This is an optimization exercise on Yosys and OpenROAD, whose aim is small area and a short achievable clock period, not a production implementation.
In this exercise RTL edits were held to simulation tests only and were not proved equivalent to the original.
Power and IR drop assume default switching activity.

## design/flow/config.mk

```make
export PLATFORM = sky130hd
export DESIGN_NAME = bnn_neuron_top
export DESIGN_NICKNAME = bnn_neuron_top
export VERILOG_FILES = /design/flow/design.v
export SDC_FILE = /design/flow/constraint.sdc
export NUM_CORES = 4
export LEC_CHECK = 0
export ABC_CLOCK_PERIOD_IN_PS = 3000
export CAP_MARGIN = 20
export CORE_MARGIN = 2
export CORE_UTILIZATION = 40
export CTS_CLUSTER_DIAMETER = 100
export CTS_CLUSTER_SIZE = 30
export SETUP_SLACK_MARGIN = 5.0
export SLEW_MARGIN = 20
export TNS_END_PERCENT = 100

# no adder cells
export ADDER_MAP_FILE =
# plain port buffers
export BUFFER_PORTS_ARGS = -buffer_cell sky130_fd_sc_hd__buf_2
```

## design/flow/constraint.sdc

```tcl
create_clock -name core_clock -period 8.0 [get_ports {clk}]
set_input_delay 1.6000 -clock core_clock [delete_from_list [all_inputs] [get_ports {clk}]]
set_output_delay 1.6000 -clock core_clock [all_outputs]
set_load 0.01 [all_outputs]
```

## design/flow/design.v

```verilog
`default_nettype none
package bnn_pkg;
	localparam int WORD_WIDTH = 32;
	localparam int VEC_WORDS = 128 / WORD_WIDTH;
	localparam int COUNT_WIDTH = $clog2(128) + 1;
	localparam int ADDR_WIDTH = $clog2(8);
	typedef logic [VEC_WORDS-1:0][WORD_WIDTH-1:0] vec_t;
	typedef logic [COUNT_WIDTH-1:0] count_t;
	typedef logic [16-1:0] acc_t;
	typedef logic [ADDR_WIDTH-1:0] entry_addr_t;
	typedef enum logic [1:0] {
		SEL_ACT = 2'd0,
		SEL_WGT = 2'd1,
		SEL_THR = 2'd2
	} store_sel_t;
endpackage
`default_nettype wire
`default_nettype none
module neuron_param_store (
	input  wire                      clk,
	input  wire                      wr_en,
	input  bnn_pkg::store_sel_t      wr_sel,
	input  bnn_pkg::entry_addr_t     wr_addr,
	input  bnn_pkg::vec_t            wr_data,
	input  bnn_pkg::entry_addr_t     addr,
	output bnn_pkg::acc_t            thr_q,
	output logic [8-1:0]  vec_wr_q,
	output logic [128-1:0] rd_act,
	output logic [128-1:0] rd_wgt
);
	localparam int E = 8;
	localparam int W = 128;
	bnn_pkg::acc_t thr_mem [E];
	logic [W-1:0] act_sel [E];
	logic [W-1:0] wgt_sel [E];
	for (genvar e = 0; e < E; e++) begin : g_entry
		logic [W-1:0]  act;
		logic [W-1:0]  wgt;
		logic          we_act;
		logic          we_wgt;
		logic          we_thr;
		assign we_act = wr_en && wr_addr == e && wr_sel == bnn_pkg::SEL_ACT;
		assign we_wgt = wr_en && wr_addr == e && wr_sel == bnn_pkg::SEL_WGT;
		assign we_thr = wr_en && wr_addr == e && wr_sel == bnn_pkg::SEL_THR;
		always_ff @(posedge clk) begin
			if (we_act) begin
				act <= wr_data;
			end
			if (we_wgt) begin
				wgt <= wr_data;
			end
			if (we_thr) begin
				thr_mem[e] <= wr_data[0][16-1:0];
			end
		end
		assign act_sel[e] = vec_wr_q[e] ? act : '0;
		assign wgt_sel[e] = vec_wr_q[e] ? wgt : '0;
	end
	always_comb begin
		rd_act = '0;
		rd_wgt = '0;
		for (int e = 0; e < E; e++) begin
			rd_act = rd_act | act_sel[e];
			rd_wgt = rd_wgt | wgt_sel[e];
		end
	end
	always_ff @(posedge clk) begin
		vec_wr_q <= '0;
		if (wr_en && !wr_sel[1]) begin
			vec_wr_q[wr_addr] <= 1'b1;
		end
		thr_q <= thr_mem[addr];
	end
endmodule
`default_nettype wire
`default_nettype none
module xnor_popcount_tree (
	input  wire                      clk,
	input  wire [127:0]            act,
	input  wire [127:0]            wgt,
	output logic [7:0]        row0,
	output logic [7:0]        row1,
	output logic [7:0]        row2
);
	logic [127:0] x;
	assign x = act ~^ wgt;
	logic [57:0] p1_d, p1_q;
	logic [10:0] p2_d, p2_q;
	logic s1, c2, s3, c4, s5, c6, s7, c8, s9, c10, s11, c12, s13, c14, s15, c16, s17, c18, s19, c20, s21, c22, s23, c24, s25, c26, s27, c28, s29, c30, s31, c32, s33, c34, s35, c36, s37, c38, s39, c40, s41, c42, s43, c44, s45, c46, s47, c48, s49, c50, s51, c52, s53, c54, s55, c56, s57, c58, s59, c60, s61, c62, s63, c64, s65, c66, s67, c68, s69, c70, s71, c72, s73, c74, s75, c76, s77, c78, s79, c80, s81, c82, s83, c84, s85, c86, s87, c88, s89, c90, s91, c92, s93, c94, s95, c96, s97, c98, s99, c100, s101, c102, s103, c104, s105, c106, s107, c108, s109, c110, s111, c112, s113, c114, s115, c116, s117, c118, s119, c120, s121, c122, s123, c124, s125, c126, s127, c128, s129, c130, s131, c132, s133, c134, s135, c136, s137, c138, s139, c140, s141, c142, s143, c144, s145, c146, s147, c148, s149, c150, s151, c152, s153, c154, s155, c156, s157, c158, s159, c160, s161, c162, s163, c164, s165, c166, s167, c168, s169, c170, s171, c172, s173, c174, s175, c176, s177, c178, s179, c180, s181, c182, s183, c184, s185, c186, s187, c188, s189, c190, s191, c192, s193, c194, s195, c196, s197, c198, s199, c200, s201, c202, s203, c204, s205, c206, s207, c208, s209, c210, s211, c212, s213, c214, s215, c216, s217, c218, s219, c220, s221, c222, s223, c224, s225, c226, s227, c228, s229, c230, s231, c232, s233, c234;
	assign s1 = x[0] ^ x[1] ^ x[2];
	assign c2 = (x[0] & x[1]) | (x[0] & x[2]) | (x[1] & x[2]);
	assign s3 = x[3] ^ x[4] ^ x[5];
	assign c4 = (x[3] & x[4]) | (x[3] & x[5]) | (x[4] & x[5]);
	assign s5 = x[6] ^ x[7] ^ x[8];
	assign c6 = (x[6] & x[7]) | (x[6] & x[8]) | (x[7] & x[8]);
	assign s7 = x[9] ^ x[10] ^ x[11];
	assign c8 = (x[9] & x[10]) | (x[9] & x[11]) | (x[10] & x[11]);
	assign s9 = x[12] ^ x[13] ^ x[14];
	assign c10 = (x[12] & x[13]) | (x[12] & x[14]) | (x[13] & x[14]);
	assign s11 = x[15] ^ x[16] ^ x[17];
	assign c12 = (x[15] & x[16]) | (x[15] & x[17]) | (x[16] & x[17]);
	assign s13 = x[18] ^ x[19] ^ x[20];
	assign c14 = (x[18] & x[19]) | (x[18] & x[20]) | (x[19] & x[20]);
	assign s15 = x[21] ^ x[22] ^ x[23];
	assign c16 = (x[21] & x[22]) | (x[21] & x[23]) | (x[22] & x[23]);
	assign s17 = x[24] ^ x[25] ^ x[26];
	assign c18 = (x[24] & x[25]) | (x[24] & x[26]) | (x[25] & x[26]);
	assign s19 = x[27] ^ x[28] ^ x[29];
	assign c20 = (x[27] & x[28]) | (x[27] & x[29]) | (x[28] & x[29]);
	assign s21 = x[30] ^ x[31] ^ x[32];
	assign c22 = (x[30] & x[31]) | (x[30] & x[32]) | (x[31] & x[32]);
	assign s23 = x[33] ^ x[34] ^ x[35];
	assign c24 = (x[33] & x[34]) | (x[33] & x[35]) | (x[34] & x[35]);
	assign s25 = x[36] ^ x[37] ^ x[38];
	assign c26 = (x[36] & x[37]) | (x[36] & x[38]) | (x[37] & x[38]);
	assign s27 = x[39] ^ x[40] ^ x[41];
	assign c28 = (x[39] & x[40]) | (x[39] & x[41]) | (x[40] & x[41]);
	assign s29 = x[42] ^ x[43] ^ x[44];
	assign c30 = (x[42] & x[43]) | (x[42] & x[44]) | (x[43] & x[44]);
	assign s31 = x[45] ^ x[46] ^ x[47];
	assign c32 = (x[45] & x[46]) | (x[45] & x[47]) | (x[46] & x[47]);
	assign s33 = x[48] ^ x[49] ^ x[50];
	assign c34 = (x[48] & x[49]) | (x[48] & x[50]) | (x[49] & x[50]);
	assign s35 = x[51] ^ x[52] ^ x[53];
	assign c36 = (x[51] & x[52]) | (x[51] & x[53]) | (x[52] & x[53]);
	assign s37 = x[54] ^ x[55] ^ x[56];
	assign c38 = (x[54] & x[55]) | (x[54] & x[56]) | (x[55] & x[56]);
	assign s39 = x[57] ^ x[58] ^ x[59];
	assign c40 = (x[57] & x[58]) | (x[57] & x[59]) | (x[58] & x[59]);
	assign s41 = x[60] ^ x[61] ^ x[62];
	assign c42 = (x[60] & x[61]) | (x[60] & x[62]) | (x[61] & x[62]);
	assign s43 = x[63] ^ x[64] ^ x[65];
	assign c44 = (x[63] & x[64]) | (x[63] & x[65]) | (x[64] & x[65]);
	assign s45 = x[66] ^ x[67] ^ x[68];
	assign c46 = (x[66] & x[67]) | (x[66] & x[68]) | (x[67] & x[68]);
	assign s47 = x[69] ^ x[70] ^ x[71];
	assign c48 = (x[69] & x[70]) | (x[69] & x[71]) | (x[70] & x[71]);
	assign s49 = x[72] ^ x[73] ^ x[74];
	assign c50 = (x[72] & x[73]) | (x[72] & x[74]) | (x[73] & x[74]);
	assign s51 = x[75] ^ x[76] ^ x[77];
	assign c52 = (x[75] & x[76]) | (x[75] & x[77]) | (x[76] & x[77]);
	assign s53 = x[78] ^ x[79] ^ x[80];
	assign c54 = (x[78] & x[79]) | (x[78] & x[80]) | (x[79] & x[80]);
	assign s55 = x[81] ^ x[82] ^ x[83];
	assign c56 = (x[81] & x[82]) | (x[81] & x[83]) | (x[82] & x[83]);
	assign s57 = x[84] ^ x[85] ^ x[86];
	assign c58 = (x[84] & x[85]) | (x[84] & x[86]) | (x[85] & x[86]);
	assign s59 = x[87] ^ x[88] ^ x[89];
	assign c60 = (x[87] & x[88]) | (x[87] & x[89]) | (x[88] & x[89]);
	assign s61 = x[90] ^ x[91] ^ x[92];
	assign c62 = (x[90] & x[91]) | (x[90] & x[92]) | (x[91] & x[92]);
	assign s63 = x[93] ^ x[94] ^ x[95];
	assign c64 = (x[93] & x[94]) | (x[93] & x[95]) | (x[94] & x[95]);
	assign s65 = x[96] ^ x[97] ^ x[98];
	assign c66 = (x[96] & x[97]) | (x[96] & x[98]) | (x[97] & x[98]);
	assign s67 = x[99] ^ x[100] ^ x[101];
	assign c68 = (x[99] & x[100]) | (x[99] & x[101]) | (x[100] & x[101]);
	assign s69 = x[102] ^ x[103] ^ x[104];
	assign c70 = (x[102] & x[103]) | (x[102] & x[104]) | (x[103] & x[104]);
	assign s71 = x[105] ^ x[106] ^ x[107];
	assign c72 = (x[105] & x[106]) | (x[105] & x[107]) | (x[106] & x[107]);
	assign s73 = x[108] ^ x[109] ^ x[110];
	assign c74 = (x[108] & x[109]) | (x[108] & x[110]) | (x[109] & x[110]);
	assign s75 = x[111] ^ x[112] ^ x[113];
	assign c76 = (x[111] & x[112]) | (x[111] & x[113]) | (x[112] & x[113]);
	assign s77 = x[114] ^ x[115] ^ x[116];
	assign c78 = (x[114] & x[115]) | (x[114] & x[116]) | (x[115] & x[116]);
	assign s79 = x[117] ^ x[118] ^ x[119];
	assign c80 = (x[117] & x[118]) | (x[117] & x[119]) | (x[118] & x[119]);
	assign s81 = x[120] ^ x[121] ^ x[122];
	assign c82 = (x[120] & x[121]) | (x[120] & x[122]) | (x[121] & x[122]);
	assign s83 = x[123] ^ x[124] ^ x[125];
	assign c84 = (x[123] & x[124]) | (x[123] & x[125]) | (x[124] & x[125]);
	assign s85 = s1 ^ s3 ^ s5;
	assign c86 = (s1 & s3) | (s1 & s5) | (s3 & s5);
	assign s87 = s7 ^ s9 ^ s11;
	assign c88 = (s7 & s9) | (s7 & s11) | (s9 & s11);
	assign s89 = s13 ^ s15 ^ s17;
	assign c90 = (s13 & s15) | (s13 & s17) | (s15 & s17);
	assign s91 = s19 ^ s21 ^ s23;
	assign c92 = (s19 & s21) | (s19 & s23) | (s21 & s23);
	assign s93 = s25 ^ s27 ^ s29;
	assign c94 = (s25 & s27) | (s25 & s29) | (s27 & s29);
	assign s95 = s31 ^ s33 ^ s35;
	assign c96 = (s31 & s33) | (s31 & s35) | (s33 & s35);
	assign s97 = s37 ^ s39 ^ s41;
	assign c98 = (s37 & s39) | (s37 & s41) | (s39 & s41);
	assign s99 = s43 ^ s45 ^ s47;
	assign c100 = (s43 & s45) | (s43 & s47) | (s45 & s47);
	assign s101 = s49 ^ s51 ^ s53;
	assign c102 = (s49 & s51) | (s49 & s53) | (s51 & s53);
	assign s103 = s55 ^ s57 ^ s59;
	assign c104 = (s55 & s57) | (s55 & s59) | (s57 & s59);
	assign s105 = s61 ^ s63 ^ s65;
	assign c106 = (s61 & s63) | (s61 & s65) | (s63 & s65);
	assign s107 = s67 ^ s69 ^ s71;
	assign c108 = (s67 & s69) | (s67 & s71) | (s69 & s71);
	assign s109 = s73 ^ s75 ^ s77;
	assign c110 = (s73 & s75) | (s73 & s77) | (s75 & s77);
	assign s111 = s79 ^ s81 ^ s83;
	assign c112 = (s79 & s81) | (s79 & s83) | (s81 & s83);
	assign s113 = c2 ^ c4 ^ c6;
	assign c114 = (c2 & c4) | (c2 & c6) | (c4 & c6);
	assign s115 = c8 ^ c10 ^ c12;
	assign c116 = (c8 & c10) | (c8 & c12) | (c10 & c12);
	assign s117 = c14 ^ c16 ^ c18;
	assign c118 = (c14 & c16) | (c14 & c18) | (c16 & c18);
	assign s119 = c20 ^ c22 ^ c24;
	assign c120 = (c20 & c22) | (c20 & c24) | (c22 & c24);
	assign s121 = c26 ^ c28 ^ c30;
	assign c122 = (c26 & c28) | (c26 & c30) | (c28 & c30);
	assign s123 = c32 ^ c34 ^ c36;
	assign c124 = (c32 & c34) | (c32 & c36) | (c34 & c36);
	assign s125 = c38 ^ c40 ^ c42;
	assign c126 = (c38 & c40) | (c38 & c42) | (c40 & c42);
	assign s127 = c44 ^ c46 ^ c48;
	assign c128 = (c44 & c46) | (c44 & c48) | (c46 & c48);
	assign s129 = c50 ^ c52 ^ c54;
	assign c130 = (c50 & c52) | (c50 & c54) | (c52 & c54);
	assign s131 = c56 ^ c58 ^ c60;
	assign c132 = (c56 & c58) | (c56 & c60) | (c58 & c60);
	assign s133 = c62 ^ c64 ^ c66;
	assign c134 = (c62 & c64) | (c62 & c66) | (c64 & c66);
	assign s135 = c68 ^ c70 ^ c72;
	assign c136 = (c68 & c70) | (c68 & c72) | (c70 & c72);
	assign s137 = c74 ^ c76 ^ c78;
	assign c138 = (c74 & c76) | (c74 & c78) | (c76 & c78);
	assign s139 = c80 ^ c82 ^ c84;
	assign c140 = (c80 & c82) | (c80 & c84) | (c82 & c84);
	assign s141 = p1_q[0] ^ p1_q[1] ^ p1_q[2];
	assign c142 = (p1_q[0] & p1_q[1]) | (p1_q[0] & p1_q[2]) | (p1_q[1] & p1_q[2]);
	assign s143 = p1_q[3] ^ p1_q[4] ^ p1_q[5];
	assign c144 = (p1_q[3] & p1_q[4]) | (p1_q[3] & p1_q[5]) | (p1_q[4] & p1_q[5]);
	assign s145 = p1_q[6] ^ p1_q[7] ^ p1_q[8];
	assign c146 = (p1_q[6] & p1_q[7]) | (p1_q[6] & p1_q[8]) | (p1_q[7] & p1_q[8]);
	assign s147 = p1_q[9] ^ p1_q[10] ^ p1_q[11];
	assign c148 = (p1_q[9] & p1_q[10]) | (p1_q[9] & p1_q[11]) | (p1_q[10] & p1_q[11]);
	assign s149 = p1_q[12] ^ p1_q[13] ^ p1_q[14];
	assign c150 = (p1_q[12] & p1_q[13]) | (p1_q[12] & p1_q[14]) | (p1_q[13] & p1_q[14]);
	assign s151 = p1_q[16] ^ p1_q[17] ^ p1_q[18];
	assign c152 = (p1_q[16] & p1_q[17]) | (p1_q[16] & p1_q[18]) | (p1_q[17] & p1_q[18]);
	assign s153 = p1_q[19] ^ p1_q[20] ^ p1_q[21];
	assign c154 = (p1_q[19] & p1_q[20]) | (p1_q[19] & p1_q[21]) | (p1_q[20] & p1_q[21]);
	assign s155 = p1_q[22] ^ p1_q[23] ^ p1_q[24];
	assign c156 = (p1_q[22] & p1_q[23]) | (p1_q[22] & p1_q[24]) | (p1_q[23] & p1_q[24]);
	assign s157 = p1_q[25] ^ p1_q[26] ^ p1_q[27];
	assign c158 = (p1_q[25] & p1_q[26]) | (p1_q[25] & p1_q[27]) | (p1_q[26] & p1_q[27]);
	assign s159 = p1_q[28] ^ p1_q[29] ^ p1_q[30];
	assign c160 = (p1_q[28] & p1_q[29]) | (p1_q[28] & p1_q[30]) | (p1_q[29] & p1_q[30]);
	assign s161 = p1_q[31] ^ p1_q[32] ^ p1_q[33];
	assign c162 = (p1_q[31] & p1_q[32]) | (p1_q[31] & p1_q[33]) | (p1_q[32] & p1_q[33]);
	assign s163 = p1_q[34] ^ p1_q[35] ^ p1_q[36];
	assign c164 = (p1_q[34] & p1_q[35]) | (p1_q[34] & p1_q[36]) | (p1_q[35] & p1_q[36]);
	assign s165 = p1_q[37] ^ p1_q[38] ^ p1_q[39];
	assign c166 = (p1_q[37] & p1_q[38]) | (p1_q[37] & p1_q[39]) | (p1_q[38] & p1_q[39]);
	assign s167 = p1_q[40] ^ p1_q[41] ^ p1_q[42];
	assign c168 = (p1_q[40] & p1_q[41]) | (p1_q[40] & p1_q[42]) | (p1_q[41] & p1_q[42]);
	assign s169 = p1_q[44] ^ p1_q[45] ^ p1_q[46];
	assign c170 = (p1_q[44] & p1_q[45]) | (p1_q[44] & p1_q[46]) | (p1_q[45] & p1_q[46]);
	assign s171 = p1_q[47] ^ p1_q[48] ^ p1_q[49];
	assign c172 = (p1_q[47] & p1_q[48]) | (p1_q[47] & p1_q[49]) | (p1_q[48] & p1_q[49]);
	assign s173 = p1_q[50] ^ p1_q[51] ^ p1_q[52];
	assign c174 = (p1_q[50] & p1_q[51]) | (p1_q[50] & p1_q[52]) | (p1_q[51] & p1_q[52]);
	assign s175 = p1_q[53] ^ p1_q[54] ^ p1_q[55];
	assign c176 = (p1_q[53] & p1_q[54]) | (p1_q[53] & p1_q[55]) | (p1_q[54] & p1_q[55]);
	assign s177 = s141 ^ s143 ^ s145;
	assign c178 = (s141 & s143) | (s141 & s145) | (s143 & s145);
	assign s179 = s147 ^ s149 ^ p1_q[15];
	assign c180 = (s147 & s149) | (s147 & p1_q[15]) | (s149 & p1_q[15]);
	assign s181 = c142 ^ c144 ^ c146;
	assign c182 = (c142 & c144) | (c142 & c146) | (c144 & c146);
	assign s183 = c148 ^ c150 ^ s151;
	assign c184 = (c148 & c150) | (c148 & s151) | (c150 & s151);
	assign s185 = s153 ^ s155 ^ s157;
	assign c186 = (s153 & s155) | (s153 & s157) | (s155 & s157);
	assign s187 = s159 ^ s161 ^ s163;
	assign c188 = (s159 & s161) | (s159 & s163) | (s161 & s163);
	assign s189 = s165 ^ s167 ^ p1_q[43];
	assign c190 = (s165 & s167) | (s165 & p1_q[43]) | (s167 & p1_q[43]);
	assign s191 = c152 ^ c154 ^ c156;
	assign c192 = (c152 & c154) | (c152 & c156) | (c154 & c156);
	assign s193 = c158 ^ c160 ^ c162;
	assign c194 = (c158 & c160) | (c158 & c162) | (c160 & c162);
	assign s195 = c164 ^ c166 ^ c168;
	assign c196 = (c164 & c166) | (c164 & c168) | (c166 & c168);
	assign s197 = s169 ^ s171 ^ s173;
	assign c198 = (s169 & s171) | (s169 & s173) | (s171 & s173);
	assign s199 = s175 ^ p1_q[56] ^ p1_q[57];
	assign c200 = (s175 & p1_q[56]) | (s175 & p1_q[57]) | (p1_q[56] & p1_q[57]);
	assign s201 = c170 ^ c172 ^ c174;
	assign c202 = (c170 & c172) | (c170 & c174) | (c172 & c174);
	assign s203 = c178 ^ c180 ^ s181;
	assign c204 = (c178 & c180) | (c178 & s181) | (c180 & s181);
	assign s205 = s183 ^ s185 ^ s187;
	assign c206 = (s183 & s185) | (s183 & s187) | (s185 & s187);
	assign s207 = c182 ^ c184 ^ c186;
	assign c208 = (c182 & c184) | (c182 & c186) | (c184 & c186);
	assign s209 = c188 ^ c190 ^ s191;
	assign c210 = (c188 & c190) | (c188 & s191) | (c190 & s191);
	assign s211 = s193 ^ s195 ^ s197;
	assign c212 = (s193 & s195) | (s193 & s197) | (s195 & s197);
	assign s213 = c192 ^ c194 ^ c196;
	assign c214 = (c192 & c194) | (c192 & c196) | (c194 & c196);
	assign s215 = c198 ^ c200 ^ s201;
	assign c216 = (c198 & c200) | (c198 & s201) | (c200 & s201);
	assign s217 = s203 ^ s205 ^ s189;
	assign c218 = (s203 & s205) | (s203 & s189) | (s205 & s189);
	assign s219 = c204 ^ c206 ^ s207;
	assign c220 = (c204 & c206) | (c204 & s207) | (c206 & s207);
	assign s221 = s209 ^ s211 ^ s199;
	assign c222 = (s209 & s211) | (s209 & s199) | (s211 & s199);
	assign s223 = c208 ^ c210 ^ c212;
	assign c224 = (c208 & c210) | (c208 & c212) | (c210 & c212);
	assign s225 = s213 ^ s215 ^ c176;
	assign c226 = (s213 & s215) | (s213 & c176) | (s215 & c176);
	assign s227 = c214 ^ c216 ^ c202;
	assign c228 = (c214 & c216) | (c214 & c202) | (c216 & c202);
	assign s229 = c218 ^ s219 ^ s221;
	assign c230 = (c218 & s219) | (c218 & s221) | (s219 & s221);
	assign s231 = c220 ^ c222 ^ s223;
	assign c232 = (c220 & c222) | (c220 & s223) | (c222 & s223);
	assign s233 = c224 ^ c226 ^ s227;
	assign c234 = (c224 & c226) | (c224 & s227) | (c226 & s227);
	assign p1_d[0] = s85;
	assign p1_d[1] = s87;
	assign p1_d[2] = s89;
	assign p1_d[3] = s91;
	assign p1_d[4] = s93;
	assign p1_d[5] = s95;
	assign p1_d[6] = s97;
	assign p1_d[7] = s99;
	assign p1_d[8] = s101;
	assign p1_d[9] = s103;
	assign p1_d[10] = s105;
	assign p1_d[11] = s107;
	assign p1_d[12] = s109;
	assign p1_d[13] = s111;
	assign p1_d[14] = x[126];
	assign p1_d[15] = x[127];
	assign p1_d[16] = c86;
	assign p1_d[17] = c88;
	assign p1_d[18] = c90;
	assign p1_d[19] = c92;
	assign p1_d[20] = c94;
	assign p1_d[21] = c96;
	assign p1_d[22] = c98;
	assign p1_d[23] = c100;
	assign p1_d[24] = c102;
	assign p1_d[25] = c104;
	assign p1_d[26] = c106;
	assign p1_d[27] = c108;
	assign p1_d[28] = c110;
	assign p1_d[29] = c112;
	assign p1_d[30] = s113;
	assign p1_d[31] = s115;
	assign p1_d[32] = s117;
	assign p1_d[33] = s119;
	assign p1_d[34] = s121;
	assign p1_d[35] = s123;
	assign p1_d[36] = s125;
	assign p1_d[37] = s127;
	assign p1_d[38] = s129;
	assign p1_d[39] = s131;
	assign p1_d[40] = s133;
	assign p1_d[41] = s135;
	assign p1_d[42] = s137;
	assign p1_d[43] = s139;
	assign p1_d[44] = c114;
	assign p1_d[45] = c116;
	assign p1_d[46] = c118;
	assign p1_d[47] = c120;
	assign p1_d[48] = c122;
	assign p1_d[49] = c124;
	assign p1_d[50] = c126;
	assign p1_d[51] = c128;
	assign p1_d[52] = c130;
	assign p1_d[53] = c132;
	assign p1_d[54] = c134;
	assign p1_d[55] = c136;
	assign p1_d[56] = c138;
	assign p1_d[57] = c140;
	assign p2_d[0] = s177;
	assign p2_d[1] = s179;
	assign p2_d[2] = s217;
	assign p2_d[3] = s229;
	assign p2_d[4] = c230;
	assign p2_d[5] = s231;
	assign p2_d[6] = s225;
	assign p2_d[7] = c232;
	assign p2_d[8] = s233;
	assign p2_d[9] = c234;
	assign p2_d[10] = c228;
	always_ff @(posedge clk) begin
		p1_q <= p1_d;
		p2_q <= p2_d;
	end
	assign row0 = {1'b0, 1'b0, p2_q[9], p2_q[7], p2_q[4], p2_q[3], p2_q[2], p2_q[0]};
	assign row1 = {1'b0, 1'b0, p2_q[10], p2_q[8], p2_q[5], 1'b0, 1'b0, p2_q[1]};
	assign row2 = {1'b0, 1'b0, 1'b0, 1'b0, p2_q[6], 1'b0, 1'b0, 1'b0};
endmodule
`default_nettype wire
`default_nettype none
module threshold_accumulator (
	input  wire                      clk,
	input  wire                      rstn,
	input  wire [7:0]                row0,
	input  wire [7:0]                row1,
	input  wire [7:0]                row2,
	input  wire [8-1:0]   wr_oh2,
	input  wire [8-1:0]   wr_oh1,
	input  wire                      sample,
	input  bnn_pkg::entry_addr_t     addr,
	input  bnn_pkg::acc_t            thr,
	input  wire                      acc_clear,
	output bnn_pkg::acc_t            pre_activation,
	output logic                     fire
);
	localparam int E = 8;
	logic [7:0] cnt_mem [E];
	logic [7:0] cnt_sum;
	logic [7:0] cnt_last;
	assign cnt_sum = row0 + row1 + row2;
	always_ff @(posedge clk) begin
		for (int e = 0; e < E; e++) begin
			if (wr_oh2[e]) begin
				cnt_mem[e] <= cnt_sum;
			end
		end
		cnt_last <= cnt_sum;
	end
	logic                  smp_v0;
	bnn_pkg::entry_addr_t  smp_addr0;
	logic                  smp_v1;
	logic [7:0]            cnt_rd;
	logic                  hit_row;
	logic                  hit_last;
	bnn_pkg::acc_t         thr1;
	always_ff @(posedge clk) begin
		smp_v0    <= sample && !rstn;
		smp_addr0 <= addr;
		smp_v1    <= smp_v0 && !rstn;
		cnt_rd    <= cnt_mem[smp_addr0];
		hit_row   <= wr_oh1[smp_addr0];
		hit_last  <= wr_oh2[smp_addr0];
		thr1      <= thr;
	end
	logic [7:0] cnt_old;
	assign cnt_old = hit_last ? cnt_last : cnt_rd;
	bnn_pkg::acc_t sum_q;
	function automatic logic [16-1:0] add_count(input logic [16-1:0] sum,
			input logic use_rows, input logic [7:0] r0, input logic [7:0] r1,
			input logic [7:0] r2, input logic [7:0] c_old);
		logic [16-1:0] s_old;
		logic [16-1:0] s_row;
		s_old = sum + bnn_pkg::acc_t'(c_old);
		s_row = sum + bnn_pkg::acc_t'(r0) + bnn_pkg::acc_t'(r1) + bnn_pkg::acc_t'(r2);
		add_count = use_rows ? s_row : s_old;
	endfunction
	bnn_pkg::acc_t acc_next;
	bnn_pkg::acc_t pre_next;
	assign acc_next = add_count(sum_q, hit_row, row0, row1, row2, cnt_old);
	assign pre_next = add_count(pre_activation, hit_row, row0, row1, row2, cnt_old);
	logic [7:0] pre_lo;
	logic [7:0] pre_hi;
	logic [7:0] pre_hi_inc;
	logic [7:0] thr_lo;
	logic [7:0] thr_hi;
	logic [9:0] lo_bound0;
	logic [9:0] lo_bound1;
	logic       gt_hi0;
	logic       gt_hi1;
	logic       eq_hi0;
	logic       eq_hi1;
	assign pre_lo     = sum_q[7:0];
	assign pre_hi     = sum_q[15:8];
	assign pre_hi_inc = pre_hi + 8'd1;
	assign thr_lo     = thr1[7:0];
	assign thr_hi     = thr1[15:8];
	assign lo_bound0  = 10'd256 + {2'b00, thr_lo} - {2'b00, pre_lo};
	assign lo_bound1  = lo_bound0 + 10'd256;
	assign gt_hi0     = pre_hi > thr_hi;
	assign gt_hi1     = pre_hi_inc > thr_hi;
	assign eq_hi0     = pre_hi == thr_hi;
	assign eq_hi1     = pre_hi_inc == thr_hi;
	function automatic logic fire_for(input logic [7:0] c, input logic [7:0] p_lo,
			input logic [9:0] b0, input logic [9:0] b1, input logic g0, input logic g1,
			input logic e0, input logic e1);
		logic [9:0] c_ext;
		c_ext = 10'd256 + {2'b00, c};
		if (c > ~p_lo) begin
			fire_for = g1 || (e1 && c_ext > b1);
		end else begin
			fire_for = g0 || (e0 && c_ext > b0);
		end
	endfunction
	logic fire_old;
	logic fire_row;
	logic fire_next;
	assign fire_old  = fire_for(cnt_old, pre_lo, lo_bound0, lo_bound1, gt_hi0, gt_hi1,
		eq_hi0, eq_hi1);
	assign fire_row  = fire_for(cnt_sum, pre_lo, lo_bound0, lo_bound1, gt_hi0, gt_hi1,
		eq_hi0, eq_hi1);
	assign fire_next = hit_row ? fire_row : fire_old;
	always_ff @(posedge clk) begin
		if (rstn || acc_clear) begin
			sum_q <= '0;
			pre_activation <= '0;
			fire <= 1'b0;
		end else if (smp_v1) begin
			sum_q <= acc_next;
			pre_activation <= pre_next;
			fire <= fire_next;
		end
	end
endmodule
`default_nettype wire
`default_nettype none
module bnn_neuron_top (
	input  wire                      clk,
	input  wire                      rstn,
	input  wire                      wr_en,
	input  bnn_pkg::store_sel_t      wr_sel,
	input  bnn_pkg::entry_addr_t     wr_addr,
	input  bnn_pkg::vec_t            wr_data,
	input  wire                      sample,
	input  bnn_pkg::entry_addr_t     addr,
	input  wire                      acc_clear,
	output bnn_pkg::acc_t            pre_activation,
	output logic                     fire
);
	logic [8-1:0]   wr_oh0;
	logic [8-1:0]   wr_oh1;
	logic [8-1:0]   wr_oh2;
	logic [128-1:0] rd_act;
	logic [128-1:0] rd_wgt;
	bnn_pkg::acc_t             thr_q;
	logic [7:0]                row0;
	logic [7:0]                row1;
	logic [7:0]                row2;
	neuron_param_store i_param_store (
		.clk      (clk),
		.wr_en    (wr_en),
		.wr_sel   (wr_sel),
		.wr_addr  (wr_addr),
		.wr_data  (wr_data),
		.addr     (addr),
		.thr_q    (thr_q),
		.vec_wr_q (wr_oh0),
		.rd_act   (rd_act),
		.rd_wgt   (rd_wgt)
	);
	xnor_popcount_tree i_popcount_tree (
		.clk  (clk),
		.act  (rd_act),
		.wgt  (rd_wgt),
		.row0 (row0),
		.row1 (row1),
		.row2 (row2)
	);
	always_ff @(posedge clk) begin
		wr_oh1 <= wr_oh0;
		wr_oh2 <= wr_oh1;
	end
	threshold_accumulator i_accumulator (
		.clk            (clk),
		.rstn           (rstn),
		.row0           (row0),
		.row1           (row1),
		.row2           (row2),
		.wr_oh2         (wr_oh2),
		.wr_oh1         (wr_oh1),
		.sample         (sample),
		.addr           (addr),
		.thr            (thr_q),
		.acc_clear      (acc_clear),
		.pre_activation (pre_activation),
		.fire           (fire)
	);
endmodule
`default_nettype wire
```

## design/flow/flow/run.sh

```bash
#!/bin/bash
# Standard layout, with two changes:
# - synthesis uses no full/half adder cells. The flow's extract_fa step maps
#   the carry-save popcount tree and the adders onto sky130 fa/ha cells,
#   whose sum output is slow; left as plain gates, ABC maps them to faster
#   xor/and-or logic. Registers are unchanged.
# - every port still gets its own buffer, but a plain buf_2 in place of the
#   delay buffer that buffer_ports picks by default (resizing may upsize it).
set -u
cfg="${FLOW_CONFIG:-config.mk}"
cp standard.sh standard.sh.txt
printf '\n# no adder cells\nexport ADDER_MAP_FILE =\n' >> "$cfg"
printf '# plain port buffers\nexport BUFFER_PORTS_ARGS = -buffer_cell sky130_fd_sc_hd__buf_2\n' >> "$cfg"
bash standard.sh > standard.log 2>&1
status=$?
echo "standard.sh exit $status"
exit $status
```

## design/flow/standard.sh

```bash
#!/bin/bash
# synth_recipe.tcl (not shown) runs the flow's synth.tcl, then flattens the netlist and writes it again
# the make line also repeats each setting of config.mk as NAME=value (left out here)
make -C /OpenROAD-flow-scripts/flow DESIGN_CONFIG=/design/flow/config.mk WORK_HOME=/design/flow/orfs CLKGATE_MAP_FILE= SYNTH_SCRIPT=/design/flow/synth_recipe.tcl "${@:-finish}"
```

==> results of run 1 <==
## metrics by stage
| stage | hold WS (ps) | area [µm²] | setup slack (ps) | total power (W) |
|---|---|---|---|---|
| finish | 341 | 102000 | 4910 | 0.0258 |
| global route | 347 | 102000 | 4910 | 0.0267 |
| CTS | 343 | 101000 | 4740 | 0.0257 |
| detailed placement | 318 | 95900 | 3220 | 0.0195 |
| global placement | 316 | 95900 | 3250 | 0.0194 |
| floorplan | 310 | 91400 | 1300 | 0.0179 |
## placed cells by master (no fill, tap or decap), types with 15 or more instances in the layout
master     instances
buf_2            156
a21o_1            17
xor2_1           173
buf_16            24
nand3_1           18
nor2b_1           16
buf_12            21
a21oi_1           80
xor2_2            37
xnor2_2           25
diode_2           24
nand4_1          261
nor3_1            20
nor2_1           138
clkbuf_1          29
mux2_2            19
maj3_1            81
mux2i_1           19
o21bai_1          21
buf_6             19
edfxtp_1        2240
a22oi_1         1034
dfxtp_4           20
o211ai_1          17
o22ai_1           15
clkbuf_16        103
dfxtp_2           19
buf_4            107
nand2_1           86
xnor2_1          191
dfxtp_1          142
inv_1             46
o21ai_0           67
## registers in the layout (all words and copies together) (netlist names), 11 cells and up
register	flops
i_param_store.thr_mem	128
i_param_store.g_entry.wgt	1024
i_param_store.g_entry.act	1024
i_accumulator.thr1	16
i_popcount_tree.p1_q	58
i_accumulator.pre_activation	16
i_popcount_tree.p2_q	11
i_param_store.thr_q	16
i_accumulator.cnt_mem	64
i_accumulator.sum_q	16
## where the power goes
group | switching [W] | internal, W | total [W]
combinational | 0.00304 | 0.00202 | 0.00506
sequential | 0.000255 | 0.0143 | 0.0146
clock | 0.00382 | 0.00237 | 0.00620
total | 0.00712 | 0.0187 | 0.0258
## worst paths after layout
check / start / endpoint / slack [ps] / cells after the start
worst max-delay path: wr_sel[1] / i_param_store.g_entry[4].wgt[78] / 4910 / 6
worst min-delay path: i_param_store.thr_q[13] / i_accumulator.thr1[13] / 340 / 0
worst max register to register: i_param_store.vec_wr_q[2] / i_popcount_tree.p1_q[20] / 5030 / 8
worst min register to register: i_param_store.thr_q[13] / i_accumulator.thr1[13] / 340 / 0
## cell type report
class	instances	area, µm²	share of cell area (%)
inverter	48	183	0.180
clock inverter	27	380	0.374
clock buffer	127	2550	2.51
sequential	2421	71000	69.8
tap	3009	3760	3.70
multi-input combinational	2624	20300	19.9
antenna	24	60.1	0.0590
timing repair buffer	354	3550	3.49
## kinds of logic after synthesis
group / Yosys count
AOI/OAI and AO/OA: 1389
xor gates and xnor gates: 432
adders and majority gates: 89
buffers and inverters: 342
DFF: 2421
muxes: 58
and+or+nand+nor: 643
## timing repair
action	4_1_cts	5_1_grt
pin swaps	9	28
endpoints found under the setup margin	1435	603
endpoints found under the hold margin	0	0
cloned	25	8
gates resized for setup	187	90
setup buffers	47	40
## per-layer routing
metal | vias up | routed length, µm | share of wire [%] | track usage [%]
met5 | - | 191 | 0.074 | 0
met1 | 27000 | 109000 | 42 | 30.2
met2 | 1989 | 124000 | 48 | 35.5
met3 | 324 | 19000 | 7.4 | 3.43
met4 | 30 | 5880 | 2.3 | 4.47
li1 | 22000 | - | - | -
==> flow_metrics.tcl, run 1 <==
set metrics [dict create \
    run_status "timing/DRC/antenna clean" \
    skew_ps 71.2 \
    finalNetCount 5686 \
    yosys-top-cells-count "2240 x edfxtp_1, 1038 x a22oi_1, 261 x nand4_1, 241 x clkbuf_1, 218 x xnor2_1" \
    crit_family "simple AND/OR/NAND/NOR gates" \
    die_w_um 482 \
    num_io_pins 158 \
    crit_path_end_kind "flip-flop" \
    area_growth_pct 11.5 \
    avgViaCountPerCell 5.94 \
    clk_latency_ps 830 \
    clock-sinks 2421 \
    grt_pass1_vias 49300 \
    slew_headroom_pct 27.2 \
    numCtsBuffers 96 \
    synth-xor-area-share_pct 4.20 \
    hold_class "flip-flop to flip-flop" \
    start_kind "primary input" \
    initialDrtViolationCount 6159 \
    synth_seq_area_share_pct 77.7 \
    grt_pass1_wl_um 363000 \
    ir_drop_uv 830 \
    synth_top_family_by_area "compound AO/OA/AOI/OAI gates" \
    synthAdderAreaFrac_pct 0.984 \
    cts_hold_buf 0 \
    yosysMostFrequentCell "edfxtp_1" \
    synth_edf_count 2240 \
    vias 51300 \
    grt_max_degree 110 \
    final-hold-violation-count 0 \
    fill_cells 19400 \
    ys_ff_latch 2421 \
    rows 175 \
    finalMaxSlewViolations 0 \
    tns_ps 0 \
    syn_area_um2 91300 \
    synthMuxAreaShare_pct 0.851 \
    arrival_ps 3550 \
    worst_path_max_delay_cell "and2_4" \
    crit_buf_inv 3 \
    p_per_area_nw_per_um2 254 \
    syn_avg_cell_area_um2 17.0 \
    grt_use_total_pct 21.5 \
    cp_max_fo 57 \
    instances_no_fill 8634 \
    synth_compound_area_share_pct 11.1 \
    dp_hpwl_um 130000 \
    dieArea_um2 232000 \
    synth_top_area_share_pct 73.7 \
    wl_um 259000 \
    path_common_cell "buf_12" \
    setup_viol 0 \
    maxCapViolations 0 \
    ys_top_cells_by_area "edfxtp_1 74%, a22oi_1 8.5%, dfxtp_1 4.0%" \
    path_class "primary input to flip-flop" \
    grt_remaining_overflow 0 \
    clkTransAtPathRegs_ps 110 \
    async_reset_ff_share_pct 0 \
    gp_congestion 0.793 \
    first_pass_iters 6 \
    fmax_mhz 324 \
    synth_cells 5374 \
    post-route-min-period_ps 3090 \
    synth_simple_gate_area_share_pct 3.73 \
    drive_above_1_share_pct 13.1 \
    chipHeight_um 482 \
    yosys.area.top_type "edfxtp_1" \
    routedWlPerCell_um 30.0 \
    placed_cells 8336 \
    cts_tree "built" \
    yosys_warnings 8 \
    utilization_pct 44.8 \
    cp_cell_sequence "buf_2, nand3b_1, buf_12, nor3_4, and2_4, buf_12" \
    drcViolationCount 0 \
    ctsRootBufferMaster "clkbuf_16" \
    grt_setup_unrepaired "yes" \
    core_area_um2 227000 \
    power_leakage_nw 31.5 \
    portBuffers 157 \
    synthFlopType "edfxtp_1" \
    worst_pin_slew_ps 1090 \
    cts_max_level 3 \
    cpPeakStageDelay_ps 510 \
    syn-num-nets 5515 \
    yosysUniqueCellTypes 84 \
    ant_nets 0 \
    initial_core_util_pct 40.2 \
    clockBufferDepth 3 \
    crit_required_ps 8470 \
    antenna_found_initial 57 \
    fin_crit_sh_pct 38.6 \
]
==> inputs of run 2 (changes only) <==
--- a/design/flow/design.v
+++ b/design/flow/design.v
@@ -447,5 +447,4 @@
 	logic [7:0] cnt_old;
 	assign cnt_old = hit_last ? cnt_last : cnt_rd;
-	bnn_pkg::acc_t sum_q;
 	function automatic logic [16-1:0] add_count(input logic [16-1:0] sum,
 			input logic use_rows, input logic [7:0] r0, input logic [7:0] r1,
@@ -458,7 +457,5 @@
 	endfunction
 	bnn_pkg::acc_t acc_next;
-	bnn_pkg::acc_t pre_next;
-	assign acc_next = add_count(sum_q, hit_row, row0, row1, row2, cnt_old);
-	assign pre_next = add_count(pre_activation, hit_row, row0, row1, row2, cnt_old);
+	assign acc_next = add_count(pre_activation, hit_row, row0, row1, row2, cnt_old);
 	logic [7:0] pre_lo;
 	logic [7:0] pre_hi;
@@ -472,6 +469,6 @@
 	logic       eq_hi0;
 	logic       eq_hi1;
-	assign pre_lo     = sum_q[7:0];
-	assign pre_hi     = sum_q[15:8];
+	assign pre_lo     = pre_activation[7:0];
+	assign pre_hi     = pre_activation[15:8];
 	assign pre_hi_inc = pre_hi + 8'd1;
 	assign thr_lo     = thr1[7:0];
@@ -504,10 +501,8 @@
 	always_ff @(posedge clk) begin
 		if (rstn || acc_clear) begin
-			sum_q <= '0;
 			pre_activation <= '0;
 			fire <= 1'b0;
 		end else if (smp_v1) begin
-			sum_q <= acc_next;
-			pre_activation <= pre_next;
+			pre_activation <= acc_next;
 			fire <= fire_next;
 		end
==> flow_metrics.tcl, run 2 <==
set metrics [dict create \
    syn_area_um2 90500 \
    ant_nets 0 \
    cts_tree "built" \
    syn_avg_cell_area_um2 17.2 \
    r2r_start "i_accumulator.pre_activation[9]" \
    avgViaCountPerCell 6.00 \
    first_pass_iters 6 \
    yosys_warnings 8 \
    vias 51100 \
    synthFlopType "edfxtp_1" \
    area_growth_pct 11.2 \
    dieArea_um2 230000 \
    async_reset_ff_share_pct 0 \
    clock-sinks 2405 \
    cts_max_level 3 \
    clkTransAtPathRegs_ps 110 \
    fin_crit_sh_pct 39.0 \
    power_leakage_nw 31.1 \
    reg2reg_depth 10 \
    initial_core_util_pct 40.2 \
    synth_top_area_share_pct 74.3 \
    chipHeight_um 480 \
    cts_hold_buf 0 \
    drive_above_1_share_pct 11.7 \
    start_kind "primary input" \
    worst_pin_slew_ps 993 \
    setup_viol 0 \
    gp_congestion 0.815 \
    clockBufferDepth 3 \
    cp_max_fo 52 \
    path_class "primary input to flip-flop" \
    final_area_um2 101000 \
    initialDrtViolationCount 6352 \
    rrSetupSlack_ps 4980 \
    final_common_cell "edfxtp_1" \
    rows 174 \
    grt_pass1_wl_um 367000 \
    yosys-top-cells-count "2240 x edfxtp_1, 1037 x a22oi_1, 264 x nand4_1, 231 x clkbuf_1, 212 x xnor2_1" \
    arrival_ps 3550 \
    crit_path_end_kind "flip-flop" \
    ctsRootBufferMaster "clkbuf_16" \
    grt_remaining_overflow 0 \
    routedWlPerCell_um 30.6 \
    grt_max_degree 90 \
    whs_path_depth 0 \
    worstHoldEndpoint "i_accumulator.thr1[2]" \
    ir_drop_uv 702 \
    maxCapViolations 0 \
    tns_ps 0 \
    die_w_um 480 \
    post-route-min-period_ps 3120 \
    crit_required_ps 8430 \
    hold_class "flip-flop to flip-flop" \
    fill_cells 19200 \
    total_power_w 0.0253 \
    grt_setup_unrepaired "yes" \
    clk_latency_ps 810 \
    biggestRegsByFlops "i_param_store.g_entry.act x1024, i_param_store.g_entry.wgt x1024, i_param_store.thr_mem x128" \
    syn-num-nets 5415 \
    post_dp_cell_area_um2 95000 \
    wl_um 261000 \
    dp_hpwl_um 126000 \
    numCtsBuffers 96 \
    drcViolationCount 0 \
    skew_ps 59.0 \
    hp-start "i_param_store.thr_q[2]" \
    grt_pass1_vias 49200 \
    yosysUniqueCellTypes 95 \
    portBuffers 157 \
    yosysMostFrequentCell "edfxtp_1" \
    synth_edf_count 2240 \
    final-hold-violation-count 0 \
    yosys.area.top_type "edfxtp_1" \
    fmax_mhz 320 \
    p_per_area_nw_per_um2 252 \
    final_cell_mix "2240 x edfxtp_1, 1037 x a22oi_1, 264 x nand4_1" \
    r2r_end "i_accumulator.fire" \
    finalNetCount 5574 \
    grt_use_total_pct 22.0 \
    antenna_found_initial 56 \
    finalMaxSlewViolations 0 \
    synth_seq_area_share_pct 78.0 \
    synth_cells 5274 \
    slew_headroom_pct 33.1 \
    run_status "timing/DRC/antenna clean" \
    ys_ff_latch 2405 \
    ys_top_cells_by_area "edfxtp_1 74%, a22oi_1 8.6%, dfxtp_1 3.6%" \
    num_io_pins 158 \
    core_area_um2 225000 \
]
## run 2: cell types whose count changed after synthesis, sizes merged, moves of 7 or more
cell and change:
mux2 -7, dfxtp -16, a21oi +8, nor3 -9
clkbuf -9, nor2b +8, o22ai -8, xor2 -18
nor2 -18, nand2 -7
## run 2: layout make-up
cell class,instances,area (µm²),area share [%]
clock buffer,152,2690,2.67
antenna,12,30.0,0.0298
inverter,56,214,0.213
multi-input combinational,2541,19300,19.2
timing repair buffer,333,3720,3.70
sequential,2405,70700,70.2
clock inverter,21,328,0.326
tap,2992,3740,3.72
## run 2: what timing repair did
action	CTS	global route
setup endpoints to repair	1484	776
hold endpoints to repair	0	0
setup buffers	60	20
gates resized for setup	138	50
pin swaps	3	12
cloned	34	3
## run 2: worst max path at each step
stage | startpoint | cells after the start | endpoint
floorplan | wr_addr[0] | 3 | i_param_store.g_entry[0].act[0]
global route | i_accumulator.pre_activation[9] | 10 | i_accumulator.fire
global placement | wr_sel[1] | 5 | i_param_store.g_entry[1].act[49]
CTS | wr_addr[2] | 6 | i_param_store.g_entry[5].wgt[105]
detailed placement | wr_sel[1] | 5 | i_param_store.g_entry[1].act[49]
finish | wr_addr[0] | 5 | i_param_store.g_entry[0].wgt[6]
## run 2: layer usage
metal | track usage [%] | share of wire, % | vias to the layer above
met2 | 35.8 | 47 | 2342
met3 | 3.42 | 8.7 | 352
met1 | 31.1 | 41 | 26800
li1 | - | - | 21600
met5 | 0 | 0.075 | -
met4 | 5.40 | 2.8 | 30
## run 2: kinds of logic (layout without fill, tap and decap cells)
logic type	count (synthesis)	after routing	synth area share (%)
mux	56	56	0.835
buf+inv	337	562	1.43
flops	2405	2405	78.0
xor+xnor	410	410	4.04
simple gates	618	627	3.68
compound gates	1363	1363	11.1
other cells	0	12	0
fa+ha+maj	85	85	0.941
## run 2: report_power, final
group | switching [W] | internal [W] | leakage (nW)
logic | 0.00273 | 0.00184 | 8.12
registers | 0.000246 | 0.0142 | 21.6
clock network | 0.00385 | 0.00245 | 1.44
## run 2: per-stage QoR
stage          std cells  hold WS [ps]  utilization [%]  setup WS (ps)
2_1_floorplan       5274           310                -           1300
5_1_grt             8501           341             44.7           4720
3_5_place_dp        8210           312             42.2           3290
6_report            8512           330             44.8           4880
4_1_cts             8477           330             44.5           4950
3_3_place_gp        8210           313             42.2           3270
## run 2: critical path: stages
cell,delay (ps)
buf_2,120
or3b_4,540
nor3_4,340
and2_4,420
buf_16,410
==> inputs of run 3 (changes only) <==
--- a/design/flow/config.mk
+++ b/design/flow/config.mk
@@ -12,5 +12,5 @@
 export CTS_CLUSTER_DIAMETER = 100
 export CTS_CLUSTER_SIZE = 30
-export SETUP_SLACK_MARGIN = 5.0
+export SETUP_SLACK_MARGIN = 4.85
 export SLEW_MARGIN = 20
 export TNS_END_PERCENT = 100
==> flow_metrics.tcl, run 3 <==
set metrics [dict create \
    area_growth_pct 10.1 \
    yosysMostFrequentCell "edfxtp_1" \
    wl_met1_um 108000 \
    final_common_cell "edfxtp_1" \
    wl_met3_um 20000 \
    run_status "timing/DRC/antenna clean" \
    synthFlopType "edfxtp_1" \
    cts_hold_buf 0 \
    drcViolationCount 0 \
    grt_setup_unrepaired "yes" \
    seq_area_um2 70600 \
    cts_tree "built" \
    syn_avg_cell_area_um2 17.2 \
    rows 174 \
    ant_nets 0 \
    initialDrtViolationCount 6141 \
    ctsRootBufferMaster "clkbuf_16" \
    core_area_um2 225000 \
    numCtsBuffers 96 \
    dieArea_um2 230000 \
    cts_max_level 3 \
    path_class "primary input to flip-flop" \
    synth_top_area_share_pct 74.3 \
    grt_pass1_wl_um 357000 \
    cpPeakStageDelay_ps 520 \
    cp_cell_sequence "buf_2, nand2b_1, nor2_4, and2_4, buf_16" \
    die_w_um 480 \
    synth_cells 5274 \
    start_kind "primary input" \
    clk_latency_ps 790 \
    tns_ps 0 \
    avgViaCountPerCell 5.98 \
    first_pass_iters 6 \
    fmax_mhz 314 \
    place_ws_ps 3290 \
    worst_pin_slew_ps 1100 \
    num_io_pins 158 \
    post-route-min-period_ps 3190 \
    yosysUniqueCellTypes 95 \
    clockBufferDepth 3 \
    finalNetCount 5524 \
    final_cell_mix "2240 x edfxtp_1, 1037 x a22oi_1, 264 x nand4_1" \
    routedWlPerCell_um 30.1 \
    gp_congestion 0.815 \
    antenna_found_initial 51 \
    chipHeight_um 480 \
    grt_max_degree 107 \
    async_reset_ff_share_pct 0 \
    vias 50600 \
    fin_crit_sh_pct 39.8 \
    biggestRegsByFlops "i_param_store.g_entry.act x1024, i_param_store.g_entry.wgt x1024, i_param_store.thr_mem x128" \
    setup_viol 0 \
    synth_edf_count 2240 \
    worst_path_max_delay_cell "and2_4" \
    hold_class "flip-flop to flip-flop" \
    clkTransAtPathRegs_ps 100 \
    crit_required_ps 8440 \
    ir_drop_uv 684 \
    grt_use_total_pct 21.2 \
    grt_pass1_vias 48600 \
    syn-num-nets 5415 \
    setup_ws_ps 4810 \
    p_per_area_nw_per_um2 253 \
    cp_max_fo 57 \
    syn_area_um2 90500 \
    yosys-top-cells-count "2240 x edfxtp_1, 1037 x a22oi_1, 264 x nand4_1, 231 x clkbuf_1, 212 x xnor2_1" \
    synth_seq_area_share_pct 78.0 \
    wl_um 255000 \
    final-hold-violation-count 0 \
    grt_remaining_overflow 0 \
    slew_headroom_pct 26.2 \
    skew_ps 54.0 \
    dp_hpwl_um 126000 \
    yosys_warnings 8 \
    initial_core_util_pct 40.2 \
    yosys.area.top_type "edfxtp_1" \
    fill_cells 19300 \
    multi_input_area_um2 19100 \
    finalMaxSlewViolations 0 \
    ys_ff_latch 2405 \
    dr_wl_met2_um 121000 \
    clock-sinks 2405 \
    drive_above_1_share_pct 10.2 \
    maxCapViolations 0 \
    crit_path_end_kind "flip-flop" \
    arrival_ps 3620 \
    top_layer "met5" \
    portBuffers 157 \
    power_leakage_nw 30.7 \
    ys_top_cells_by_area "edfxtp_1 74%, a22oi_1 8.6%, dfxtp_1 3.6%" \
]
[run 3: cell count changes in the layout (fill, tap and decap cells not counted), moves of 4 or more]
cell	before	now
buf_12	26	14
buf_16	36	29
buf_4	77	51
bufbuf_16	17	11
dfxtp_1	133	140
dfxtp_2	10	15
dfxtp_4	22	10
nor2_1	120	125
xnor2_1	204	208
xnor2_2	9	5
xor2_1	165	177
xor2_2	27	15
[run 3: through the flow]
| stage | utilization [%] | instance area (µm²) | std cells | total power, W | hold WS, ps |
|---|---|---|---|---|---|
| after CTS | 44.1 | 99200 | 8425 | 0.0253 | 330 |
| after global routing | 44.3 | 99600 | 8451 | 0.0261 | 341 |
| after detailed placement | 42.2 | 95000 | 8210 | 0.0191 | 312 |
| after global placement | 42.2 | 95000 | 8210 | 0.0191 | 313 |
| final | 44.3 | 99700 | 8465 | 0.0253 | 332 |
| after floorplan | - | 90600 | 5274 | 0.0177 | 310 |
[run 3: worst paths after layout]
path                                           startpoint                               end  slack [ps]  depth (start not counted)
worst min-delay path               i_param_store.thr_q[2]             i_accumulator.thr1[2]         330                          0
worst min register to register     i_param_store.thr_q[2]             i_accumulator.thr1[2]         330                          0
worst max-delay path                           wr_addr[1]  i_param_store.g_entry[3].wgt[24]        4810                          5
worst max register to register  i_param_store.vec_wr_q[5]           i_popcount_tree.p1_q[5]        4840                          8
[run 3: power by group]
| group | switching [W] | internal, W | total (W) |
|---|---|---|---|
| sequential | 0.000246 | 0.0142 | 0.0145 |
| clock | 0.00385 | 0.00245 | 0.00630 |
| combinational | 0.00267 | 0.00181 | 0.00448 |
| total | 0.00676 | 0.0185 | 0.0253 |
[run 3: routing by layer]
| layer | global-route usage [%] | vias up |
|---|---|---|
| li1 | - | 21500 |
| met1 | 30.2 | 26700 |
| met2 | 34.7 | 2071 |
| met3 | 3.30 | 310 |
| met4 | 4.24 | 24 |
| met5 | 0 | - |
[run 3: worst max-delay path: cells and delay by family]
| kind | cells | cell delay [ps] |
|---|---|---|
| buffers and inverters | 2 | 720 |
| AND/OR/NAND/NOR | 3 | 1230 |
[run 3: repair_timing]
action                     4_1_cts  5_1_grt
pin swaps                        1        3
setup buffers                   19       19
gates cloned                    23        6
resized for setup               77       36
setup endpoints to repair     1355      497
[run 3: kinds of logic (layout without fill, tap and decap cells)]
logic type	count (synthesis)	count (layout)	synth area share, %
and+or+nand+nor	618	626	3.68
other	0	15	0
AOI/OAI and AO/OA	1363	1363	11.1
adders and majority gates	85	85	0.941
muxes	56	56	0.835
DFF	2405	2405	78.0
xor gates and xnor gates	410	410	4.04
buffers and inverters	337	513	1.43
[run 3: cell type report]
type / instances / share of cell area (%)
clock buffers: 152 / 2.70
clock inverters: 21 / 0.329
diodes: 15 / 0.0377
well taps: 2992 / 3.76
repair buffers: 284 / 2.98
inverters: 56 / 0.211
multi-input cells: 2540 / 19.1
flip-flops and latches: 2405 / 70.9
==> inputs of run 4 (changes only) <==
==> design/flow/flow/run.sh (replaced) <==
#!/bin/bash
set -u
cfg="${FLOW_CONFIG:-config.mk}"
cp standard.sh standard.sh.txt
printf '\n# no adder cells\nexport ADDER_MAP_FILE =\n' >> "$cfg"
printf '# repair target\nexport SETUP_SLACK_MARGIN = 5.15\n' >> "$cfg"
printf '# plain port buffers\nexport BUFFER_PORTS_ARGS = -buffer_cell sky130_fd_sc_hd__buf_2\n' >> "$cfg"
bash standard.sh > standard.log 2>&1
status=$?
echo "standard.sh exit $status"
exit $status
--- a/design/flow/config.mk
+++ b/design/flow/config.mk
@@ -12,5 +12,4 @@
 export CTS_CLUSTER_DIAMETER = 100
 export CTS_CLUSTER_SIZE = 30
-export SETUP_SLACK_MARGIN = 4.85
 export SLEW_MARGIN = 20
 export TNS_END_PERCENT = 100
@@ -18,4 +17,6 @@
 # no adder cells
 export ADDER_MAP_FILE =
+# repair target
+export SETUP_SLACK_MARGIN = 5.15
 # plain port buffers
 export BUFFER_PORTS_ARGS = -buffer_cell sky130_fd_sc_hd__buf_2
==> flow_metrics.tcl, run 4 <==
set metrics [dict create \
    crit_required_ps 8680 \
    setup_viol 0 \
    die_w_um 480 \
    clkTransAtPathRegs_ps 100 \
    grt_use_total_pct 22.4 \
    crit_buf_inv 1 \
    yosys-top-cells-count "2240 x edfxtp_1, 1037 x a22oi_1, 264 x nand4_1, 231 x clkbuf_1, 212 x xnor2_1" \
    synth_edf_count 2240 \
    path_class "flip-flop to flip-flop" \
    synth_cells 5274 \
    drive_above_1_share_pct 13.5 \
    finalNetCount 5634 \
    p_per_area_nw_per_um2 249 \
    yosysMostFrequentCell "edfxtp_1" \
    synth_top_area_share_pct 74.3 \
    skew_ps 60.0 \
    chipHeight_um 480 \
    slew_headroom_pct 30.9 \
    area_growth_pct 12.8 \
    syn_avg_cell_area_um2 17.2 \
    ctsRootBufferMaster "clkbuf_16" \
    crit_path_end_kind "flip-flop" \
    power_leakage_nw 31.7 \
    worst_pin_slew_ps 1030 \
    initial_core_util_pct 40.2 \
    grt_remaining_overflow 0 \
    maxCapViolations 0 \
    portBuffers 157 \
    async_reset_ff_share_pct 0 \
    ant_nets 0 \
    gp_congestion 0.815 \
    initialDrtViolationCount 6451 \
    grt_setup_unrepaired "yes" \
    worst_path_max_delay_cell "a2111oi_0" \
    synthFlopType "edfxtp_1" \
    clockBufferDepth 3 \
    num_io_pins 158 \
    first_pass_iters 8 \
    core_area_um2 225000 \
    dp_hpwl_um 126000 \
    dieArea_um2 230000 \
    avgViaCountPerCell 6.00 \
    yosys.area.top_type "edfxtp_1" \
    cts_hold_buf 0 \
    run_status "timing/DRC/antenna clean" \
    wl_um 267000 \
    cp_max_fo 5 \
    clk_latency_ps 800 \
    vias 51500 \
    cpPeakStageDelay_ps 530 \
    ir_drop_uv 711 \
    grt_pass1_vias 49300 \
    final_cell_mix "2240 x edfxtp_1, 1035 x a22oi_1, 264 x nand4_1" \
    crit_family "compound AO/OA/AOI/OAI gates" \
    hold_class "flip-flop to flip-flop" \
    syn_area_um2 90500 \
    cts_tree "built" \
    yosysUniqueCellTypes 95 \
    ys_top_cells_by_area "edfxtp_1 74%, a22oi_1 8.6%, dfxtp_1 3.6%" \
    cts_max_level 3 \
    post-route-min-period_ps 3070 \
    antenna_found_initial 54 \
    ys_ff_latch 2405 \
    grt_pass1_wl_um 373000 \
    utilization_pct 45.4 \
    syn-num-nets 5415 \
    biggestRegsByFlops "i_param_store.g_entry.act x1024, i_param_store.g_entry.wgt x1024, i_param_store.thr_mem x128" \
    routedWlPerCell_um 31.1 \
    grt_max_degree 90 \
    synth_seq_area_share_pct 78.0 \
    fin_crit_sh_pct 38.4 \
    finalMaxSlewViolations 0 \
    tns_ps 0 \
    clock-sinks 2405 \
    path_common_cell "mux2i_1" \
    start_kind "flip-flop" \
    arrival_ps 3750 \
    drcViolationCount 0 \
    rows 174 \
    final-hold-violation-count 0 \
    yosys_warnings 8 \
    fmax_mhz 325 \
    final_common_cell "edfxtp_1" \
    cp_cell_sequence "buf_4, and4_4, a2111oi_0, o21ai_0, a311oi_2, nor3b_4, mux2i_1, mux2i_1, o41a_1, o22ai_1" \
    numCtsBuffers 96 \
]
[run 4: cell counts after synthesis]
Identical to the previous run, type by type.
[run 4: per-stage QoR]
step	setup WS [ps]	power (W)	hold WS (ps)	instances	area (µm²)
after floorplan	1300	0.0177	310	5274	90600
after global placement	3270	0.0191	313	8210	95000
after detailed placement	3290	0.0191	312	8210	95000
after CTS	5020	0.0254	330	8521	101000
after global routing	4680	0.0262	335	8563	102000
final	4930	0.0254	330	8579	102000
[run 4: worst reg2reg max path, cell delays in order (launching register included)]
cell and delay, ps:
dfxtp_4 380, buf_4 140, and4_4 180, a2111oi_0 530
o21ai_0 240, a311oi_2 380, nor3b_4 300, mux2i_1 260
mux2i_1 110, o41a_1 310, o22ai_1 160
[run 4: worst paths after layout]
path	startpoint	to	slack, ps	cells past startpoint
max	i_accumulator.pre_activation[9]	i_accumulator.fire	4930	10
min	i_param_store.thr_q[2]	i_accumulator.thr1[2]	330	0
max reg2reg	i_accumulator.pre_activation[9]	i_accumulator.fire	4930	10
min reg2reg	i_param_store.thr_q[2]	i_accumulator.thr1[2]	330	0
[run 4: power by group]
group          switching (W)  internal (W)  leakage (nW)  total [W]
registers           0.000247        0.0142          21.6     0.0145
clock network        0.00386       0.00245          1.44    0.00631
logic                0.00277       0.00190          8.67    0.00467
[run 4: final cells by class]
cell class,instances,area [µm²]
multi-input cells,2542,19700
inverters,56,210
flip-flops and latches,2405,70700
diodes,19,47.5
clock inverters,21,328
clock buffers,152,2690
fillers,19100,123000
well taps,2992,3740
repair buffers,392,4710
[run 4: cells by family after synthesis]
logic type / share of synthesized area (%)
DFF: 78.0
AOI/OAI and AO/OA: 11.1
and+or+nand+nor: 3.68
xor gates and xnor gates: 4.04
buffers and inverters: 1.43
adders and majority gates: 0.941
muxes: 0.835
[run 4: what timing repair did]
| action | CTS | global route |
|---|---|---|
| gates resized for setup | 217 | 94 |
| pin swaps | 9 | 33 |
| gates cloned | 44 | 8 |
| endpoints found under the setup margin | 1721 | 723 |
| setup buffers | 94 | 31 |
[run 4: routing by layer]
layer	share of wire [%]	wire, µm	vias to the layer above	global-route usage, %
li1	-	-	21700	-
met1	41	110000	27200	31.2
met2	48	128000	2219	36.9
met3	8.1	21500	336	3.79
met4	2.2	5990	28	5.04
met5	0.069	184	-	0
==> inputs of run 5 (changes only) <==
==> design/flow/flow/run.sh (replaced) <==
#!/bin/bash
set -u
cfg="${FLOW_CONFIG:-config.mk}"
cp standard.sh standard.sh.txt
printf '\n# no adder cells\nexport ADDER_MAP_FILE =\n' >> "$cfg"
printf '# repair target\nexport SETUP_SLACK_MARGIN = 5.3\n' >> "$cfg"
printf '# plain port buffers\nexport BUFFER_PORTS_ARGS = -buffer_cell sky130_fd_sc_hd__buf_2\n' >> "$cfg"
bash standard.sh > standard.log 2>&1
status=$?
echo "standard.sh exit $status"
exit $status
--- a/design/flow/config.mk
+++ b/design/flow/config.mk
@@ -18,5 +18,5 @@
 export ADDER_MAP_FILE =
 # repair target
-export SETUP_SLACK_MARGIN = 5.15
+export SETUP_SLACK_MARGIN = 5.3
 # plain port buffers
 export BUFFER_PORTS_ARGS = -buffer_cell sky130_fd_sc_hd__buf_2
==> flow_metrics.tcl, run 5 <==
set metrics [dict create \
    start_kind "flip-flop" \
    worst_pin_slew_ps 940 \
    run_status "timing/DRC/antenna clean" \
    yosys_warnings 8 \
    clkTransAtPathRegs_ps 100 \
    power_leakage_nw 33.0 \
    post-route-min-period_ps 2940 \
    dp_hpwl_um 126000 \
    final_common_cell "edfxtp_1" \
    rows 174 \
    power_frac_comb_pct 19.1 \
    crit_path_end_kind "flip-flop" \
    ys_top_cells_by_area "edfxtp_1 74%, a22oi_1 8.6%, dfxtp_1 3.6%" \
    hold_class "flip-flop to flip-flop" \
    total_power_w 0.0257 \
    ys_ff_latch 2405 \
    clk_latency_ps 790 \
    yosysUniqueCellTypes 95 \
    synthFlopType "edfxtp_1" \
    synth_top_area_share_pct 74.3 \
    antenna_found_initial 58 \
    maxCapViolations 0 \
    async_reset_ff_share_pct 0 \
    wl_um 287000 \
    slew_headroom_pct 37.2 \
    ctsRootBufferMaster "clkbuf_16" \
    skew_ps 62.9 \
    yosys.area.top_type "edfxtp_1" \
    vias 53100 \
    gp_congestion 0.815 \
    grt_use_total_pct 23.4 \
    synth_seq_area_share_pct 78.0 \
    grt_pass1_vias 49900 \
    fmax_mhz 340 \
    grt_remaining_overflow 0 \
    area_growth_pct 16.6 \
    synth_edf_count 2240 \
    drive_above_1_share_pct 17.5 \
    grt_max_degree 90 \
    dieArea_um2 230000 \
    p_per_area_nw_per_um2 244 \
    finalMaxSlewViolations 0 \
    ant_nets 0 \
    whs_path_depth 0 \
    syn_area_um2 90500 \
    syn_avg_cell_area_um2 17.2 \
    whs_ps 327 \
    cp_max_fo 7 \
    die_w_um 480 \
    num_io_pins 158 \
    reg2reg_depth 12 \
    cts_hold_buf 0 \
    portBuffers 157 \
    cts_max_level 3 \
    yosys-top-cells-count "2240 x edfxtp_1, 1037 x a22oi_1, 264 x nand4_1, 231 x clkbuf_1, 212 x xnor2_1" \
    tns_ps 0 \
    crit_required_ps 8640 \
    fill_cells 18700 \
    final_cell_mix "2240 x edfxtp_1, 1021 x a22oi_1, 264 x nand4_1" \
    chipHeight_um 480 \
    clock_power_share_pct 24.6 \
    p_int_w 0.0187 \
    rrSetupSlack_ps 5060 \
    synth_cells 5274 \
    setup_viol 0 \
    cts_tree "built" \
    numCtsBuffers 96 \
    power_switching_share_pct 27.3 \
    syn-num-nets 5415 \
    yosysMostFrequentCell "edfxtp_1" \
    arrival_ps 3580 \
    grt_setup_unrepaired "yes" \
    avgViaCountPerCell 6.10 \
    final-hold-violation-count 0 \
    ir_drop_uv 738 \
    clockBufferDepth 3 \
    core_area_um2 225000 \
    grt_pass1_wl_um 385000 \
    drcViolationCount 0 \
    first_pass_iters 6 \
    seqPwrFrac_pct 56.3 \
    routedWlPerCell_um 32.9 \
    path_class "flip-flop to flip-flop" \
    p_sw_w 0.00701 \
    initialDrtViolationCount 7677 \
    biggestRegsByFlops "i_param_store.g_entry.act x1024, i_param_store.g_entry.wgt x1024, i_param_store.thr_mem x128" \
    initial_core_util_pct 40.2 \
    fin_crit_sh_pct 36.8 \
    finalNetCount 5769 \
    clock-sinks 2405 \
]
[run 5: cell counts after synthesis]
No cell type changed its count.
[run 5: stage by stage]
step	instance area [µm²]	utilization (%)	setup slack [ps]	instances
after detailed placement	95000	42.2	3290	8210
after global placement	95000	42.2	3270	8210
final	106000	46.9	5060	8714
after floorplan	90600	-	1300	5274
after CTS	103000	45.9	5080	8600
after global routing	105000	46.9	4920	8698
[run 5: timing repair]
item / in CTS / in global routing
gates resized for setup: 365 / 173
pin swaps: 46 / 92
buffers inserted: 144 / 65
cloned: 73 / 30
setup endpoints to repair: 1918 / 1274
[run 5: worst max-delay path: stages (launching register included)]
cell and delay (ps):
dfxtp_4 350, buf_4 170, clkinvlp_4 110, buf_4 130
nor3_2 90, or2_2 290, maj3_1 350, o221a_2 250
a22oi_1 290, mux2i_1 150, or3_1 340, a41oi_2 210
o22ai_1 90
[run 5: kinds of logic (layout without fill, tap and decap cells)]
family / Yosys count / after routing / share of synthesized area (%)
flops: 2405 / 2405 / 78.0
compound gates: 1363 / 1363 / 11.1
simple gates: 618 / 627 / 3.68
xor+xnor: 410 / 410 / 4.04
buf+inv: 337 / 757 / 1.43
fa+ha+maj: 85 / 85 / 0.941
mux: 56 / 56 / 0.835
other cells: 0 / 19 / 0
[run 5: layout make-up]
type	count	area, µm²	share of cell area, %
Antenna cell	19	47.5	0.0451
Sequential cell	2405	70700	67.0
Clock buffer	152	2690	2.55
Tap cell	2992	3740	3.55
Inverter	56	218	0.206
Timing Repair Buffer	528	7220	6.84
Multi-Input combinational cell	2541	20600	19.5
Clock inverter	21	328	0.311
[run 5: final timing paths]
path	from	endpoint
max	i_accumulator.pre_activation[12]	i_accumulator.fire
min	i_param_store.thr_q[2]	i_accumulator.thr1[2]
max reg2reg	i_accumulator.pre_activation[12]	i_accumulator.fire
min reg2reg	i_param_store.thr_q[2]	i_accumulator.thr1[2]
[run 5: layer usage]
layer | track usage (%) | part of all wire (%)
met3 | 4.15 | 10
met1 | 32.4 | 40
met5 | 0 | 0.062
met2 | 38.2 | 47
met4 | 5.89 | 3.2
[run 5: power by group through the flow]
stage / clock (W) / sequential [W] / combinational (W)
CTS: 0.00639 / 0.0145 / 0.00467
finish: 0.00634 / 0.0145 / 0.00490
floorplan: 0 / 0.0146 / 0.00310
detailed placement: 0 / 0.0148 / 0.00439
global route: 0.00677 / 0.0145 / 0.00515
global placement: 0 / 0.0147 / 0.00436

Re-timed with assumed drivers on the ports (clkbuf_16 on the clock, buf_2 on other inputs), run 5 has 4.967 ns of setup slack against 5.056 ns with ideal ports, and 4.364 ns once port delays also move by the mid clock arrival of 0.866 ns.
